From an optimization exercise on the open Yosys and OpenROAD flow, aimed at small area and a short achievable clock period; shortcuts taken in it are not production practice.
Function not checked in this run: the RTL went through the layout flow alone.
Power figures rest on the tool's default switching activity, not on a simulated workload.

`flow/design.v`:
```
package pipe_isa_pkg;
    localparam int xlen      = 64;   
    localparam int reg_idx_w = 5;    
    localparam int dw_offset = 3;    
    typedef logic [reg_idx_w-1:0] reg_idx_t;
    typedef enum logic [2:0] {
        ic_nop    = 3'd0,    
        ic_alu    = 3'd1,
        ic_load   = 3'd2,
        ic_store  = 3'd3,
        ic_branch = 3'd4
    } iclass_e;
    typedef enum logic [2:0] {
        alu_add = 3'd0,
        alu_sub = 3'd1,
        alu_and = 3'd2,
        alu_or  = 3'd3,
        alu_xor = 3'd4,
        alu_sll = 3'd5,
        alu_srl = 3'd6,
        alu_slt = 3'd7       
    } alu_op_e;
endpackage
package pipe_stage_pkg;
    localparam int xlen      = 64;
    localparam int reg_idx_w = 5;
    localparam int addr_w    = 4;     
    typedef struct packed {
        logic                 reg_write_en;
        logic                 mem_write;
        logic                 mem_read;
        logic                 branch;
        logic                 sel_sum;     
        logic                 sel_shr;     
        logic                 sel_shl;     
        logic                 sel_slt;
        logic                 cin;         
        logic [3:0]           lut;         
        logic [xlen-1:0]      x;           
        logic [xlen-1:0]      y;           
        logic [addr_w-1:0]    addr;        
        logic [reg_idx_w-1:0] rd;
    } id_ex_t;
    typedef struct packed {
        logic                 reg_write_en;
        logic                 mem_write;
        logic                 mem_read;
        logic                 taken;
        logic [xlen-1:0]      value;       
        logic [addr_w-1:0]    addr;
        logic [reg_idx_w-1:0] rd;
    } ex_mem_t;
    typedef struct packed {
        logic              reg_write_en;
        logic [reg_idx_w-1:0] rd;
        logic [xlen-1:0]   value;
    } wb_t;
endpackage
module issue_stage
(
    input  logic            clk,
    input  logic            reset,
    input  pipe_isa_pkg::iclass_e         iclass,
    input  pipe_isa_pkg::alu_op_e         alu_op,
    input  logic [pipe_isa_pkg::xlen-1:0] op_a,
    input  logic [pipe_isa_pkg::xlen-1:0] op_b,
    input  logic [pipe_isa_pkg::xlen-1:0] store_data,
    input  pipe_isa_pkg::reg_idx_t        rd,
    output pipe_stage_pkg::id_ex_t        id_ex
);
    localparam int xlen = pipe_isa_pkg::xlen;
    logic is_alu, is_load, is_store, is_branch;
    logic op_sll, op_inv;
    logic [xlen-1:0] a_rev;
    logic [6:0]      ea;         
    assign is_alu    = (iclass == pipe_isa_pkg::ic_alu);
    assign is_load   = (iclass == pipe_isa_pkg::ic_load);
    assign is_store  = (iclass == pipe_isa_pkg::ic_store);
    assign is_branch = (iclass == pipe_isa_pkg::ic_branch);
    assign op_sll    = is_alu & (alu_op == pipe_isa_pkg::alu_sll);
    assign op_inv    = is_alu & ((alu_op == pipe_isa_pkg::alu_sub) | (alu_op == pipe_isa_pkg::alu_slt));
    assign ea        = op_a[6:0] + op_b[6:0];
    always_comb begin
        for (int i = 0; i < xlen; i++) a_rev[i] = op_a[xlen-1-i];
    end
    always_ff @(posedge clk or posedge reset) begin
        if (reset) begin
            id_ex.reg_write_en <= 1'b0;
            id_ex.mem_write    <= 1'b0;
            id_ex.branch       <= 1'b0;
        end else begin
            id_ex.reg_write_en <= (is_alu | is_load) & (rd != '0);
            id_ex.mem_write    <= is_store;
            id_ex.branch       <= is_branch;
        end
    end
    always_ff @(posedge clk) begin
        id_ex.mem_read <= is_load;
        id_ex.sel_sum  <= is_alu & ((alu_op == pipe_isa_pkg::alu_add) | (alu_op == pipe_isa_pkg::alu_sub));
        id_ex.sel_shr  <= is_alu & (alu_op == pipe_isa_pkg::alu_srl);
        id_ex.sel_shl  <= op_sll;
        id_ex.sel_slt  <= is_alu & (alu_op == pipe_isa_pkg::alu_slt);
        id_ex.cin      <= op_inv;
        id_ex.lut[3]   <= is_store | (is_alu & ((alu_op == pipe_isa_pkg::alu_and) | (alu_op == pipe_isa_pkg::alu_or)));
        id_ex.lut[2]   <= is_store | (is_alu & ((alu_op == pipe_isa_pkg::alu_or) | (alu_op == pipe_isa_pkg::alu_xor)));
        id_ex.lut[1]   <= is_alu & ((alu_op == pipe_isa_pkg::alu_or) | (alu_op == pipe_isa_pkg::alu_xor));
        id_ex.lut[0]   <= 1'b0;
        id_ex.x        <= is_store ? store_data : (op_sll ? a_rev : op_a);
        id_ex.y        <= op_inv ? ~op_b : op_b;
        id_ex.addr     <= ea[6:3];
        id_ex.rd       <= rd;
    end
endmodule
module execute_stage
(
    input  pipe_stage_pkg::id_ex_t  id_ex,
    output pipe_stage_pkg::ex_mem_t ex_in
);
    localparam int xlen = pipe_isa_pkg::xlen;
    logic [xlen:0]   sum_c;
    logic [xlen-1:0] sum, shr, shl, bitwise, alu_res;
    logic            lt;
    assign sum_c = {id_ex.x, 1'b1} + {id_ex.y, id_ex.cin};
    assign sum   = sum_c[xlen:1];
    assign lt = (id_ex.x[xlen-1] == id_ex.y[xlen-1]) ? id_ex.x[xlen-1] : sum[xlen-1];
    assign shr = id_ex.x >> id_ex.y[5:0];
    always_comb begin
        for (int i = 0; i < xlen; i++) begin
            shl[i]     = shr[xlen-1-i];
            bitwise[i] = id_ex.lut[{id_ex.x[i], id_ex.y[i]}];
        end
    end
    assign alu_res = ({xlen{id_ex.sel_sum}} & sum)
                   | ({xlen{id_ex.sel_shr}} & shr)
                   | ({xlen{id_ex.sel_shl}} & shl)
                   | {{(xlen-1){1'b0}}, id_ex.sel_slt & lt}
                   | bitwise;
    always_comb begin
        ex_in.reg_write_en = id_ex.reg_write_en;
        ex_in.mem_write    = id_ex.mem_write;
        ex_in.mem_read     = id_ex.mem_read;
        ex_in.taken        = id_ex.branch & (id_ex.x == id_ex.y);
        ex_in.value        = alu_res;
        ex_in.addr         = id_ex.addr;
        ex_in.rd           = id_ex.rd;
    end
endmodule
module ex_mem_reg
(
    input  logic    clk,
    input  logic    reset,
    input  pipe_stage_pkg::ex_mem_t ex_in,
    output pipe_stage_pkg::ex_mem_t ex_mem
);
    always_ff @(posedge clk or posedge reset) begin
        if (reset) begin
            ex_mem.reg_write_en <= 1'b0;
            ex_mem.mem_write    <= 1'b0;
            ex_mem.taken        <= 1'b0;
        end else begin
            ex_mem.reg_write_en <= ex_in.reg_write_en;
            ex_mem.mem_write    <= ex_in.mem_write;
            ex_mem.taken        <= ex_in.taken;
        end
    end
    always_ff @(posedge clk) begin
        ex_mem.mem_read <= ex_in.mem_read;
        ex_mem.value    <= ex_in.value;
        ex_mem.addr     <= ex_in.addr;
        ex_mem.rd       <= ex_in.rd;
    end
endmodule
module mem_stage
(
    input  logic    clk,
    input  logic    reset,
    input  pipe_stage_pkg::ex_mem_t ex_mem,
    output pipe_stage_pkg::wb_t     wb,
    output logic    branch_taken
);
    logic [pipe_isa_pkg::xlen-1:0] dmem [16];
    always_ff @(posedge clk) begin
        if (ex_mem.mem_write) begin
            dmem[ex_mem.addr] <= ex_mem.value;
        end
    end
    always_ff @(posedge clk or posedge reset) begin
        if (reset) begin
            wb.reg_write_en <= 1'b0;
            branch_taken    <= 1'b0;
        end else begin
            wb.reg_write_en <= ex_mem.reg_write_en;
            branch_taken    <= ex_mem.taken;
        end
    end
    always_ff @(posedge clk) begin
        wb.rd    <= ex_mem.rd;
        wb.value <= ex_mem.mem_read ? dmem[ex_mem.addr] : ex_mem.value;
    end
endmodule
module exec_pipe_top
#(
    parameter int dmem_depth = 16     
)
(
    input  logic            clk,
    input  logic            reset,
    input  pipe_isa_pkg::iclass_e         iclass,
    input  pipe_isa_pkg::alu_op_e         alu_op,
    input  logic [pipe_isa_pkg::xlen-1:0] op_a,
    input  logic [pipe_isa_pkg::xlen-1:0] op_b,
    input  logic [pipe_isa_pkg::xlen-1:0] store_data,
    input  pipe_isa_pkg::reg_idx_t        rd,
    output pipe_stage_pkg::wb_t             wb,
    output logic            branch_taken
);
    pipe_stage_pkg::id_ex_t  id_ex;      
    pipe_stage_pkg::ex_mem_t ex_in;      
    pipe_stage_pkg::ex_mem_t ex_mem;     
    issue_stage u_issue (
        .clk        (clk),
        .reset      (reset),
        .iclass     (iclass),
        .alu_op     (alu_op),
        .op_a       (op_a),
        .op_b       (op_b),
        .store_data (store_data),
        .rd         (rd),
        .id_ex      (id_ex)
    );
    execute_stage u_execute (
        .id_ex (id_ex),
        .ex_in (ex_in)
    );
    ex_mem_reg u_ex_mem (
        .clk    (clk),
        .reset  (reset),
        .ex_in  (ex_in),
        .ex_mem (ex_mem)
    );
    mem_stage u_mem (
        .clk          (clk),
        .reset        (reset),
        .ex_mem       (ex_mem),
        .wb           (wb),
        .branch_taken (branch_taken)
    );
endmodule
```
`flow/run.sh`:
```
#!/bin/bash
# synth_recipe.tcl (not shown) runs the flow's synth.tcl, then flattens the netlist and writes it again
# the make line also repeats each setting of config.mk as NAME=value (left out here)
make -C /OpenROAD-flow-scripts/flow DESIGN_CONFIG=/design/flow/config.mk WORK_HOME=/design/flow/orfs CLKGATE_MAP_FILE= SYNTH_SCRIPT=/design/flow/synth_recipe.tcl finish
```
`flow/config.mk`:
```
export PLATFORM = sky130hd
export DESIGN_NAME = exec_pipe_top
export DESIGN_NICKNAME = exec_pipe_top
export VERILOG_FILES = /design/flow/design.v
export SDC_FILE = /design/flow/constraint.sdc
export NUM_CORES = 4
export LEC_CHECK = 0
export CAP_MARGIN = 30
export CORE_MARGIN = 2
export CORE_UTILIZATION = 35
export SETUP_SLACK_MARGIN = 0.2
export SLEW_MARGIN = 20
```
`flow/constraint.sdc`:
```
create_clock -name core_clock -period 6.0 [get_ports {clk}]
set_input_delay 1.2000 -clock core_clock [delete_from_list [all_inputs] [get_ports {clk}]]
set_output_delay 1.2000 -clock core_clock [all_outputs]
set_load 0.01 [all_outputs]
```
==> impl_summary.log <==
[metrics] Post-Synthesis Cells: around 3.6k
[metrics] via count of the first global-routing pass: between 30k and 40k
[metrics] part of the cycle the worst path needs: between 70% and 80%
[metrics] critical path class: flop to flop
[metrics] launch instance of the worst min-delay path: u_issue.id_ex[7]$_DFF_P_
[metrics] count of unresolved DRC violations after routing: 0
[metrics] number of levels the H-tree was split into: 4
[metrics] count of flip-flops with a built-in enable after synthesis: between 1k and 1.5k
[metrics] type of the worst min-delay path: flop to flop
[metrics] synthesized area: between 0.05 and 0.06 mm^2
[metrics] delay of the slowest critical-path stage: 0.75 ns
[metrics] clock root buffer master: sky130_fd_sc_hd__clkbuf_16
[metrics] endpoints failing hold: 0
[metrics] Worst setup SP type: flop
[metrics] largest cells by area after synthesis: sky130_fd_sc_hd__edfxtp_1 53%, sky130_fd_sc_hd__mux4_2 15%, sky130_fd_sc_hd__dfxtp_1 10%
[metrics] outcome: timing/DRC/antenna clean
[metrics] endpoints failing setup: 0
[metrics] critical path, cell by cell: ha_1 > and2_1 > a221o_1 > o211a_1 > o41ai_1 > a21oi_1 > o31ai_1 > a21oi_1 > xor2_1 > a221o_1
[metrics] final hold slack: approximately 0.32 ns
[metrics] count of standard-cell rows: ~150
[metrics] Period minus WS final: ~4.5 ns
[metrics] Netlist cell types: 73
[metrics] Worst Max-Slew Pin Slew: about 1 ns
[metrics] sequential share of the synthesized area: between 60% and 70%
[metrics] Commonest cells post-synth: 1024 x sky130_fd_sc_hd__edfxtp_1, 390 x sky130_fd_sc_hd__mux4_2, 289 x sky130_fd_sc_hd__dfxtp_1
[metrics] global routing usage on met2: between 30% and 40%
[metrics] RR Startpoint: u_issue.id_ex[11]$_DFF_P_
[metrics] first-pass GRT wire length: between 200000 and 300000 um
[metrics] Max clock buf depth: 3
[metrics] Final ANT Viol Nets: 0
[metrics] clock tree sinks: 1321
[metrics] global-route track usage on met3: between 3 and 4%
[metrics] worst slew margin relative to its limit: 35.2%
[metrics] clock-pin slew on the worst setup and hold paths: approximately 0.060 ns
[metrics] GRT Overall Usage: between 20% and 30%
[metrics] static leakage power: between 20 and 25 nW
[metrics] cell type with the largest total area after synthesis: sky130_fd_sc_hd__edfxtp_1
[metrics] initial core utilization: about a third
[metrics] total wire length after detailed routing: around 180000 um
[metrics] proportion of netlist area held by the largest area contributor: a little over half
[metrics] Iteration-0 DRC Markers: ~4.2k
[metrics] routed wirelength normalized by instance count: around 29 um
[metrics] CTS Buf Count: roughly 140
[metrics] Pwr Total: approximately 0.023 W
[metrics] count of TritonRoute iterations in the first routing pass: 6
[metrics] worst path required time: between 6 and 7 ns
[metrics] final setup TNS: 0 ns
[metrics] crit path capture type: flop
[metrics] async set-or-reset flop fraction in the synthesized netlist: less than 1%
[metrics] number of resized instances in the post-cts repair step: 0
[metrics] gpl congestion: roughly 1.0
[metrics] CTS tree: done
[metrics] number of buffers inserted by port buffering: around 280
[metrics] Die X-Extent: a little over 400 um
[metrics] critical path arrival: just over 5 ns
[metrics] hold-fix buffer count after cts: 0
[metrics] number of top-level pins: 276
[metrics] RR Endpoint: u_ex_mem.ex_mem[61]$_DFF_P_
[metrics] end of the worst hold path: u_ex_mem.ex_mem[7]$_DFF_P_
[metrics] VDD IR max: approximately 0.3 mV
[metrics] layout net count: between 4k and 5k
[metrics] full die area: around 0.17 mm^2
[metrics] height of the die: 410 um
[metrics] post-CTS setup repair buffer count: 0
[metrics] Vias/cell: around 5.7
[metrics] clock latency of the later-clocked register in the worst-skew pair: roughly 0.81 ns
[metrics] Layout area overhead: 17.7%
[metrics] number of vias in the routed layout: between 30k and 40k
[metrics] Fmax: ~220 MHz
[metrics] number of maximum-capacitance violations: 0
[metrics] number of nets in the synthesized netlist: 3920
[metrics] M1 GR Usage: 29.7%
[metrics] unrepaired setup endpoints after global routing: no
[metrics] layout cells sized above 1: between 20% and 30%
[metrics] register-to-register path setup slack: around 1.5 ns
[metrics] reg2reg path depth: 10
[metrics] dominant cell by count in the synthesized netlist: sky130_fd_sc_hd__edfxtp_1
[metrics] leading register cell type out of synthesis: sky130_fd_sc_hd__edfxtp_1
[metrics] Core Region: around 0.16 mm^2
[metrics] GRT busiest layer: met2
[metrics] flip-flop count of the largest register after layout: 1024
[metrics] largest net degree at the start of global routing: 108
[metrics] master of the slowest instance on the critical path: sky130_fd_sc_hd__o31ai_1
[metrics] Remaining Overflow, GRT: 0
[metrics] Final Slew Violations: 0
[metrics] initial antenna violation count: 5
[metrics] critical-path maximum fanout: 37
[metrics] post-synthesis sequential element count: 1321
[metrics] Pwr Density: 337 mW/mm^2
[metrics] post-layout utilization of the core: between 40 and 50%
[metrics] worst setup skew after layout: ~0.05 ns
[metrics] count of synthesis-stage warnings from yosys: 4
[metrics] average size of a mapped cell: 15.8 um^2
[metrics] Hold Crit Depth: 0
[metrics] HPWL after DPL: approximately 120000 um
## worst max path at each step
stage,from,end,cells past startpoint
floorplan,u_ex_mem.ex_mem[6]$_DFF_P_,u_mem.dmem[15][0]$_DFFE_PP_,5
global placement,u_issue.id_ex[9]$_DFF_P_,u_ex_mem.ex_mem[9]$_DFF_P_,11
detailed placement,u_issue.id_ex[11]$_DFF_P_,u_ex_mem.ex_mem[61]$_DFF_P_,10
CTS,u_issue.id_ex[11]$_DFF_P_,u_ex_mem.ex_mem[61]$_DFF_P_,10
global route,u_issue.id_ex[11]$_DFF_P_,u_ex_mem.ex_mem[61]$_DFF_P_,10
finish,u_issue.id_ex[11]$_DFF_P_,u_ex_mem.ex_mem[61]$_DFF_P_,10
## cell families (layout without fill, tap and decap cells)
family	Yosys count	in the layout	synth area share (%)
DFF	1321	1321	63.6
AOI/OAI and AO/OA	670	670	7.05
muxes	655	655	20.0
and+or+nand+nor	534	534	4.14
buffers and inverters	277	650	1.84
xor gates and xnor gates	120	120	1.82
adders and majority gates	69	69	1.51
other	0	3	0
## through the flow
step                      cells  instance area (um^2)  setup slack (ns)
after floorplan            3646                 57700              1.39
after global placement     5941                 63300              1.74
after detailed placement   5945                 63300              1.64
after CTS                  6206                 67900              1.60
after global routing       6208                 68000              1.41
final                      6211                 68000              1.54
## worst max-delay path, delay by kind of cell (launching register included)
| family | cells | cell delay, ns |
|---|---|---|
| AOI/OAI and AO/OA | 7 | 2.89 |
| DFF | 1 | 0.67 |
| adders and majority gates | 1 | 0.40 |
| and+or+nand+nor | 1 | 0.21 |
| xor gates and xnor gates | 1 | 0.18 |
## final cells by class
type,instances,area (um^2)
Fill cell,14900,96500
Sequential cell,1321,36800
Multi-Input combinational cell,2048,20100
Clock buffer,190,3840
Timing Repair Buffer,359,3690
Tap cell,2189,2740
Clock inverter,71,719
Inverter,30,114
Antenna cell,3,7.51
## layout by cell type, fill, tap and decap left out, types with 21 or more instances in the layout
cell and count:
sky130_fd_sc_hd__a211oi_1 42, sky130_fd_sc_hd__a21o_1 42, sky130_fd_sc_hd__a21oi_1 233, sky130_fd_sc_hd__buf_4 60, sky130_fd_sc_hd__clkbuf_1 37, sky130_fd_sc_hd__clkbuf_16 142
sky130_fd_sc_hd__clkdlybuf4s50_1 275, sky130_fd_sc_hd__dfxtp_1 277, sky130_fd_sc_hd__edfxtp_1 1024, sky130_fd_sc_hd__ha_1 68, sky130_fd_sc_hd__inv_1 29, sky130_fd_sc_hd__mux2_2 93
sky130_fd_sc_hd__mux2i_1 172, sky130_fd_sc_hd__mux4_2 390, sky130_fd_sc_hd__nand2_1 217, sky130_fd_sc_hd__nand3_1 26, sky130_fd_sc_hd__nand4_1 27, sky130_fd_sc_hd__nor2_1 138
sky130_fd_sc_hd__o21ai_0 167, sky130_fd_sc_hd__o21ai_1 25, sky130_fd_sc_hd__o22ai_1 21, sky130_fd_sc_hd__xnor2_1 96, sky130_fd_sc_hd__xor2_1 24
## layer usage
| metal | vias to the layer above | wire length, um |
|---|---|---|
| met5 | - | 0 |
| met4 | 0 | 6710 |
| met3 | 296 | 14200 |
| met2 | 1655 | 83800 |
| met1 | 18400 | 76800 |
| li1 | 15000 | - |
## power by group
part	leakage, nW	internal, W	switching (W)	total [W]
Sequential	13.0	0.0102	0.000557	0.0108
Combinational	8.42	0.00166	0.00191	0.00357
Clock	2.21	0.00483	0.00375	0.00858
Total	23.6	0.0167	0.00621	0.0229

## port drivers added, routing unchanged
In the flow no input, the clock included, has a driving cell. The finished layout below was timed again as built, in two steps.
Step 1 (the two cells are an assumption about what drives the block):
set clk [get_ports {clk}]
set_driving_cell -lib_cell sky130_fd_sc_hd__clkbuf_16 $clk
set_driving_cell -lib_cell sky130_fd_sc_hd__buf_2 [delete_from_list [all_inputs] $clk]
Step 2 also shifts input and output timing later by t, the mid clock arrival at the registers, as if the neighbouring blocks saw the same clock.
Three values: ideal, step 1, step 2; two values: the first two.
shift t [ns]: 0.868
slack for setup (ns): 1.539 / 1.539 / 1.539
slew at the worst register clock pin (ns): 0.07 / 0.07
After both steps this run still meets setup and hold. The setup slack of this run moves by 0.000 ns with the drivers and by 0.000 ns with both steps.
